Source: an optimization exercise on an open RTL-to-GDS flow (aim: small area). Production flows keep margins and buffers that such runs may drop.
In this exercise RTL edits were held to simulation tests only and were not proved equivalent to the original.
No activity file was given, so power comes from the tool's default toggle rates.

$ cat flow/constraint.sdc
create_clock -name core_clock -period 7.0 [get_ports {clk_i}]
set_input_delay 1.4000 -clock core_clock [delete_from_list [all_inputs] [get_ports {clk_i}]]
set_output_delay 1.4000 -clock core_clock [all_outputs]
set_load 0.01 [all_outputs]
$ cat flow/design.v
module pipe_regfile #(
   parameter int unsigned       DATA_W     = 64,
   parameter int unsigned       REG_AW     = 4,
   parameter int unsigned       NREGS      = 15,
   parameter int unsigned       PEND_W     = 2,
   parameter logic [DATA_W-1:0] STACK_INIT = 64'h0000_0000_0000_0200
) (
   input  logic              clk_i,
   input  logic              rst_i,
   input  logic [3:0]        icode_i,
   input  logic [REG_AW-1:0] rA_i,
   input  logic [REG_AW-1:0] rB_i,
   input  logic              dec_valid_i,
   output logic              dec_ready_o,
   output logic [REG_AW-1:0] srcA_o,
   output logic [REG_AW-1:0] srcB_o,
   output logic [REG_AW-1:0] dstE_o,
   output logic [REG_AW-1:0] dstM_o,
   output logic [DATA_W-1:0] valA_o,
   output logic [DATA_W-1:0] valB_o,
   input  logic              wb_valid_i,
   input  logic [REG_AW-1:0] wb_dstE_i,
   input  logic [REG_AW-1:0] wb_dstM_i,
   input  logic              wb_cnd_i,
   input  logic [DATA_W-1:0] wb_valE_i,
   input  logic [DATA_W-1:0] wb_valM_i,
   output logic              err_o
);
   typedef enum logic [3:0] {
      I_RRMOVQ = 4'h2,
      I_IRMOVQ = 4'h3,
      I_RMMOVQ = 4'h4,
      I_MRMOVQ = 4'h5,
      I_OPQ    = 4'h6,
      I_CALL   = 4'h8,
      I_RET    = 4'h9,
      I_PUSHQ  = 4'hA,
      I_POPQ   = 4'hB
   } icode_e;
   localparam logic [REG_AW-1:0] NREG = '1;
   localparam logic [REG_AW-1:0] RSP  = REG_AW'(4);
   localparam logic [PEND_W-1:0] PMAX = '1;
   logic [DATA_W-1:0] regs [NREGS];
   logic [PEND_W-1:0] pend [NREGS];
   logic              err_q;
   logic [REG_AW-1:0] src_a, src_b, dst_e, dst_m;
   logic [DATA_W-1:0] arr_a, arr_b;
   logic [NREGS-1:0]  ret, inc, busy, full;
   logic              stall, issue, we_e, we_m;
   always_comb begin
      src_a = NREG;
      src_b = NREG;
      dst_e = NREG;
      dst_m = NREG;
      case (icode_i)
         I_RRMOVQ: begin src_a = rA_i; dst_e = rB_i; end
         I_IRMOVQ: dst_e = rB_i;
         I_RMMOVQ: begin src_a = rA_i; src_b = rB_i; end
         I_MRMOVQ: begin src_b = rB_i; dst_m = rA_i; end
         I_OPQ:    begin src_a = rA_i; src_b = rB_i; dst_e = rB_i; end
         I_CALL:   begin src_b = RSP; dst_e = RSP; end
         I_RET:    begin src_a = RSP; src_b = RSP; dst_e = RSP; end
         I_PUSHQ:  begin src_a = rA_i; src_b = RSP; dst_e = RSP; end
         I_POPQ:   begin src_a = RSP; src_b = RSP; dst_e = RSP; dst_m = rA_i; end
         default:  ;
      endcase
   end
   function automatic logic [DATA_W-1:0] read_port(
      input logic [REG_AW-1:0] src,
      input logic [DATA_W-1:0] arr,
      input logic              wb_valid,
      input logic              wb_cnd,
      input logic [REG_AW-1:0] wb_dst_e,
      input logic [REG_AW-1:0] wb_dst_m,
      input logic [DATA_W-1:0] val_e,
      input logic [DATA_W-1:0] val_m
   );
      if (src == NREG)                                read_port = '0;
      else if (wb_valid && wb_dst_m == src)           read_port = val_m;
      else if (wb_valid && wb_cnd && wb_dst_e == src) read_port = val_e;
      else                                            read_port = arr;
   endfunction
   always_comb begin
      arr_a = '0;
      arr_b = '0;
      ret   = '0;
      busy  = '0;
      full  = '0;
      stall = 1'b0;
      for (int unsigned r = 0; r < NREGS; r++) begin
         if (src_a == REG_AW'(r)) arr_a = regs[r];
         if (src_b == REG_AW'(r)) arr_b = regs[r];
         ret[r]  = wb_valid_i &&
                   (wb_dstE_i == REG_AW'(r) || wb_dstM_i == REG_AW'(r));
         busy[r] = pend[r] > {{(PEND_W-1){1'b0}}, ret[r]};
         full[r] = (pend[r] == PMAX) && !ret[r];
         if ((src_a == REG_AW'(r) || src_b == REG_AW'(r)) && busy[r]) stall = 1'b1;
         if ((dst_e == REG_AW'(r) || dst_m == REG_AW'(r)) && full[r]) stall = 1'b1;
      end
   end
   assign issue = dec_valid_i && !stall;
   assign we_e  = wb_valid_i && wb_cnd_i && (wb_dstE_i != NREG);
   assign we_m  = wb_valid_i && (wb_dstM_i != NREG);
   always_comb begin
      inc = '0;
      for (int unsigned r = 0; r < NREGS; r++)
         inc[r] = issue && (dst_e == REG_AW'(r) || dst_m == REG_AW'(r));
   end
   always_ff @(posedge clk_i or negedge rst_i) begin
      if (!rst_i) begin
         for (int unsigned r = 0; r < NREGS; r++) begin
            regs[r] <= (r == 4) ? STACK_INIT : '0;
            pend[r] <= '0;
         end
         err_q <= 1'b0;
      end else begin
         for (int unsigned r = 0; r < NREGS; r++) begin
            if (we_e && wb_dstE_i == REG_AW'(r)) regs[r] <= wb_valE_i;
            if (we_m && wb_dstM_i == REG_AW'(r)) regs[r] <= wb_valM_i;
            if (inc[r] && !ret[r]) begin
               if (pend[r] != PMAX) pend[r] <= pend[r] + 1'b1;
            end else if (ret[r] && !inc[r]) begin
               if (pend[r] == '0) err_q   <= 1'b1;
               else               pend[r] <= pend[r] - 1'b1;
            end
         end
      end
   end
   assign srcA_o      = src_a;
   assign srcB_o      = src_b;
   assign dstE_o      = dst_e;
   assign dstM_o      = dst_m;
   assign dec_ready_o = !stall;
   assign err_o       = err_q;
   assign valA_o = read_port(src_a, arr_a, wb_valid_i, wb_cnd_i,
                                 wb_dstE_i, wb_dstM_i, wb_valE_i, wb_valM_i);
   assign valB_o = read_port(src_b, arr_b, wb_valid_i, wb_cnd_i,
                                 wb_dstE_i, wb_dstM_i, wb_valE_i, wb_valM_i);
endmodule
$ cat flow/config.mk
export PLATFORM = sky130hd
export DESIGN_NAME = pipe_regfile
export DESIGN_NICKNAME = pipe_regfile
export VERILOG_FILES = /design/flow/design.v
export SDC_FILE = /design/flow/constraint.sdc
export NUM_CORES = 4
export LEC_CHECK = 0
export CAP_MARGIN = 20
export CORE_MARGIN = 2
export CORE_UTILIZATION = 35
export SETUP_SLACK_MARGIN = 0.4
export SLEW_MARGIN = 20
$ cat flow/run.sh
#!/bin/bash
# synth_recipe.tcl (not shown) runs the flow's synth.tcl, then flattens the netlist and writes it again
# the make line also repeats each setting of config.mk as NAME=value (left out here)
make -C /OpenROAD-flow-scripts/flow DESIGN_CONFIG=/design/flow/config.mk WORK_HOME=/design/flow/orfs CLKGATE_MAP_FILE= SYNTH_SCRIPT=/design/flow/synth_recipe.tcl finish
==> run_summary.xml <==
<?xml version="1.0" encoding="UTF-8"?>
<metrics>
  <group name="detailed_routing">
    <metric name="detailroute.via_count" unit="">75180</metric>
    <metric name="detail_route.vias_per_cell" unit="">6.940</metric>
    <metric name="detail_route.wirelength" unit="µm">458500</metric>
    <metric name="drt_first_pass_iters" unit="">9</metric>
    <metric name="detailedRoute.firstIterationViolations" unit="">14030</metric>
    <metric name="total_drc_errors_in_the_routed_layout" unit="">0</metric>
    <metric name="detail_routed_net_length_per_standard_cell" unit="µm">42.32</metric>
    <metric name="drtAntennaViolNets" unit="">0</metric>
  </group>
  <group name="clock_tree">
    <metric name="cts_tree" unit="">yes</metric>
    <metric name="count_of_hold_buffers_inserted_by_post_cts_repair" unit="">0</metric>
    <metric name="clock_tree.root_cell" unit="">sky130_fd_sc_hd__clkbuf_16</metric>
    <metric name="clock_tree.htree_level_count" unit="">4</metric>
    <metric name="path_clk_slew" unit="ps">50</metric>
    <metric name="clock_latency" unit="ps">810</metric>
    <metric name="cts.sinks" unit="">991</metric>
    <metric name="max-clock-path-buffers" unit="">3</metric>
    <metric name="tritoncts.num_buffers" unit="">130</metric>
  </group>
  <group name="grt">
    <metric name="overflow" unit="">0</metric>
    <metric name="wire_length_of_the_first_global_routing_pass" unit="µm">610100</metric>
    <metric name="grt_start_max_net_pins" unit="">154</metric>
    <metric name="grt_antenna_before_repair" unit="">45</metric>
    <metric name="grtUsageTotal" unit="">0.4615</metric>
    <metric name="grt_pass1_vias" unit="">68758</metric>
  </group>
  <group name="critical_path">
    <metric name="setup.worst_path.class" unit="">in2out</metric>
    <metric name="regToRegEndpoint" unit="">err_q$_DFF_PN0_</metric>
    <metric name="path_max_fanout" unit="">6</metric>
    <metric name="endpoint_type_of_the_worst_setup_path" unit="">primary output</metric>
    <metric name="crit_arrival" unit="ps">5290</metric>
    <metric name="launch_instance_of_the_worst_register_to_register_path" unit="">pend[10][0]$_DFFE_PN0P_</metric>
    <metric name="reg2reg_slack" unit="ps">3310</metric>
    <metric name="worst_setup_path_start_kind" unit="">primary input</metric>
    <metric name="worst_r2r_path_depth" unit="">15</metric>
    <metric name="critical_path_required" unit="ps">5600</metric>
  </group>
  <group name="logic_synthesis">
    <metric name="postSynth.topFlopCell" unit="">sky130_fd_sc_hd__dfrtp_1</metric>
    <metric name="synth_nets" unit="">8021</metric>
    <metric name="seq_cells_post_synth" unit="">991</metric>
    <metric name="ys_warn_count" unit="">3</metric>
    <metric name="post_synth.cell_area_avg" unit="µm²">8.367</metric>
    <metric name="netlist_instances" unit="">7823</metric>
    <metric name="synth.lib_cells_used.distinct" unit="">89</metric>
    <metric name="synth_area" unit="µm²">65450</metric>
    <metric name="synth_seq_area_share" unit="">0.3789</metric>
    <metric name="synth_edf_count" unit="">0</metric>
    <metric name="synth-async-reset-ratio" unit="">1.000</metric>
  </group>
  <group name="min_path">
    <metric name="hold_path_class" unit="">reg2reg</metric>
    <metric name="endpoint_worst_hold" unit="">pend[3][0]$_DFFE_PN0P_</metric>
    <metric name="worst_hold_startpoint" unit="">pend[3][0]$_DFFE_PN0P_</metric>
    <metric name="timing.hold.worst_path_depth" unit="">1</metric>
  </group>
  <group name="place">
    <metric name="dp_hpwl" unit="µm">304800</metric>
    <metric name="routabilityCongestion" unit="">1.041</metric>
    <metric name="place.port_buffers" unit="">298</metric>
    <metric name="placement.cell_area" unit="µm²">76760</metric>
  </group>
  <group name="job">
    <metric name="max_cap_viol" unit="">0</metric>
  </group>
  <group name="power_and_ir_drop">
    <metric name="power" unit="mW">20.64</metric>
    <metric name="power_per_cell_area" unit="nW/µm²">248.1</metric>
    <metric name="seq_power_share" unit="">0.436</metric>
    <metric name="power.switching" unit="mW">7.495</metric>
    <metric name="cell_internal_pwr" unit="mW">13.14</metric>
    <metric name="irDropWorstVdd" unit="mV">0.1864</metric>
    <metric name="leakage" unit="nW">32.98</metric>
    <metric name="power_frac_comb" unit="">0.228</metric>
    <metric name="power.share.clock" unit="">0.336</metric>
    <metric name="sw_frac_of_total" unit="">0.3632</metric>
  </group>
  <group name="final_layout">
    <metric name="fillerInstances" unit="">18202</metric>
    <metric name="fin_area" unit="µm²">83180</metric>
    <metric name="drive_gt1_frac" unit="">0.1660</metric>
    <metric name="syn2layout_area_growth" unit="%">27.09</metric>
    <metric name="num-nets-final" unit="">8428</metric>
  </group>
  <group name="outcome">
    <metric name="outcome" unit="">no timing/DRC/antenna violations</metric>
  </group>
  <group name="timing">
    <metric name="setup_repair_after_global_routing_missed_its_margin" unit="">yes</metric>
    <metric name="worstMarginPinSlew" unit="ps">1192</metric>
    <metric name="report.final.hold_viol_count" unit="">0</metric>
    <metric name="finalSetupViolations" unit="">0</metric>
    <metric name="finalWorstPathRequiredPeriod" unit="ps">6688</metric>
    <metric name="fin_crit_sh" unit="">0.9554</metric>
    <metric name="max_slew_violation_total_from_the_final_report" unit="">0</metric>
    <metric name="worst_clock_skew" unit="ps">12.98</metric>
    <metric name="max_freq" unit="MHz">149.5</metric>
    <metric name="max-slew-margin-rel" unit="">0.2053</metric>
  </group>
  <group name="floorplan">
    <metric name="core-area" unit="µm²">185600</metric>
    <metric name="initial_utilization" unit="">0.3526</metric>
    <metric name="design.portCount" unit="">299</metric>
    <metric name="dieWidth" unit="µm">436.4</metric>
    <metric name="floorplan.die.height" unit="µm">436.4</metric>
    <metric name="core.rowCount" unit="">158</metric>
    <metric name="die-area" unit="µm²">190500</metric>
  </group>
</metrics>
[routing by layer]
layer  share of wire  track usage  up-vias
li1                -            -    29673
met4           0.083       0.3163       28
met3            0.13       0.1532     1717
met2            0.40       0.6429     6654
met1            0.39       0.5999    37108
met5         0.00039    0.0007560        -
[cell families (layout without fill, tap and decap cells)]
family | after synthesis | in the layout | synth area share
and+or+nand+nor | 1994 | 1995 | 0.1309
adders and majority gates | 45 | 45 | 0.008602
AOI/OAI and AO/OA | 2775 | 2775 | 0.2669
xor gates and xnor gates | 7 | 7 | 0.0009367
DFF | 991 | 991 | 0.3789
other | 0 | 28 | 0
muxes | 992 | 992 | 0.1530
buffers and inverters | 1019 | 1520 | 0.06077
[timing repair]
item / in CTS / in global routing
pin swaps: 23 / 32
cloned: 6 / 4
buffers inserted: 41 / 49
endpoints found under the setup margin: 129 / 118
resized for setup: 120 / 116
[cells in the final DEF, fill, tap and decap left out, types with 108 or more instances in the layout]
cell / instances
sky130_fd_sc_hd__nand2_1: 526
sky130_fd_sc_hd__o21ai_0: 609
sky130_fd_sc_hd__clkdlybuf4s50_1: 273
sky130_fd_sc_hd__a21oi_1: 1013
sky130_fd_sc_hd__buf_4: 697
sky130_fd_sc_hd__buf_12: 179
sky130_fd_sc_hd__o22ai_1: 108
sky130_fd_sc_hd__nor2_1: 959
sky130_fd_sc_hd__clkbuf_16: 138
sky130_fd_sc_hd__a221oi_1: 155
sky130_fd_sc_hd__a22oi_1: 181
sky130_fd_sc_hd__mux2i_1: 981
sky130_fd_sc_hd__dfrtp_1: 990
[worst max-delay path by stage]
stage	from	endpoint	slack, ps	depth (start not counted)
floorplan	icode_i[1]	valA_o[42]	1620	13
global placement	icode_i[2]	valB_o[32]	-440	14
detailed placement	icode_i[2]	valA_o[15]	-370	15
CTS	rA_i[0]	valA_o[15]	280	15
global route	icode_i[3]	valA_o[1]	360	16
finish	rA_i[2]	valA_o[15]	310	14
[state kept, by name, summed over array words and instances (netlist names)]
register	count
regs	960
pend	30
err_q	1
[power by group through the flow]
stage,registers [mW],clock network [mW],logic (mW)
finish,9.00,6.93,4.71
CTS,8.83,6.93,4.52
detailed placement,8.90,0,4.45
global placement,8.90,0,4.33
global route,9.03,7.17,4.98
floorplan,8.14,0,2.63
[through the flow]
stage	TNS [ps]	instances	hold WS [ps]	setup slack, ps	utilization
floorplan	0	7823	460.8	1625	-
global placement	-4156	10477	479.9	-441.6	0.4134
detailed placement	-2985	10478	489.4	-365.2	0.4135
CTS	0	10752	496.0	283.7	0.4424
global route	0	10806	515.5	357.2	0.4477
finish	0	10833	497.2	312.0	0.4481
[cell type report]
| cell class | count | area [µm²] | area share |
|---|---|---|---|
| multi-input combinational | 5814 | 38150 | 0.4587 |
| sequential | 991 | 24800 | 0.2981 |
| timing repair buffer | 1225 | 12580 | 0.1512 |
| clock buffer | 184 | 3740 | 0.04496 |
| tap | 2480 | 3103 | 0.03730 |
| clock inverter | 43 | 485.5 | 0.005836 |
| inverter | 68 | 255.2 | 0.003069 |
| antenna | 28 | 70.07 | 0.0008423 |
[critical path, stage by stage]
cell,delay [ps]
sky130_fd_sc_hd__dlygate4sd2_1,640
sky130_fd_sc_hd__nand2b_1,270
sky130_fd_sc_hd__nor4_2,500
sky130_fd_sc_hd__buf_4,200
sky130_fd_sc_hd__buf_4,260
sky130_fd_sc_hd__a21oi_4,110
sky130_fd_sc_hd__buf_12,170
sky130_fd_sc_hd__o21ai_0,150
sky130_fd_sc_hd__o221ai_1,200
sky130_fd_sc_hd__a21oi_1,190
sky130_fd_sc_hd__nor2_1,100
sky130_fd_sc_hd__nor3_2,360
sky130_fd_sc_hd__buf_4,190
sky130_fd_sc_hd__clkdlybuf4s50_1,520
[synth_stat cells, types with 59 or more instances]
cell	number	area [µm²]
sky130_fd_sc_hd__o221ai_1	59	516.8
sky130_fd_sc_hd__nand3_1	80	400.4
sky130_fd_sc_hd__nor2_1	990	3716
sky130_fd_sc_hd__a21oi_1	1028	5145
sky130_fd_sc_hd__dfrtp_1	990	24770
sky130_fd_sc_hd__clkbuf_1	689	2586
sky130_fd_sc_hd__buf_2	104	520.5
sky130_fd_sc_hd__a222oi_1	81	810.8
sky130_fd_sc_hd__mux2i_1	981	9819
sky130_fd_sc_hd__o21ai_0	623	3118
sky130_fd_sc_hd__inv_1	65	244.0
sky130_fd_sc_hd__o211ai_1	77	578.1
sky130_fd_sc_hd__o22ai_1	112	700.7
sky130_fd_sc_hd__buf_1	142	533.0
sky130_fd_sc_hd__a22oi_1	183	1374
sky130_fd_sc_hd__nor3_1	89	445.4
sky130_fd_sc_hd__a221oi_1	163	1428
sky130_fd_sc_hd__nand2_1	545	2046
sky130_fd_sc_hd__a22o_1	83	727.0

-- static timing again, ports no longer ideal --
Ports are ideal in the flow. The routed layout listed here was re-timed in OpenROAD.
Step 1 assumes that a clkbuf_16 drives the clock port and a buf_2 every other input.
Step 2, shift: input delay + t, output delay - t, t = (earliest + latest rising clock arrival at the registers) / 2. This alone moves slack from input paths to output paths.
Slacks: ideal ports / drivers / drivers and shift; pairs: ideal ports / drivers.
t (ns): 0.905
slack for setup (ns): 0.312 / 0.292 / 0.292
latest minus earliest clock arrival (ns): 0.039 / 0.039
After both steps setup and hold are still met in this run. The setup slack of this run moves by -0.020 ns with the drivers and by -0.020 ns with both steps.
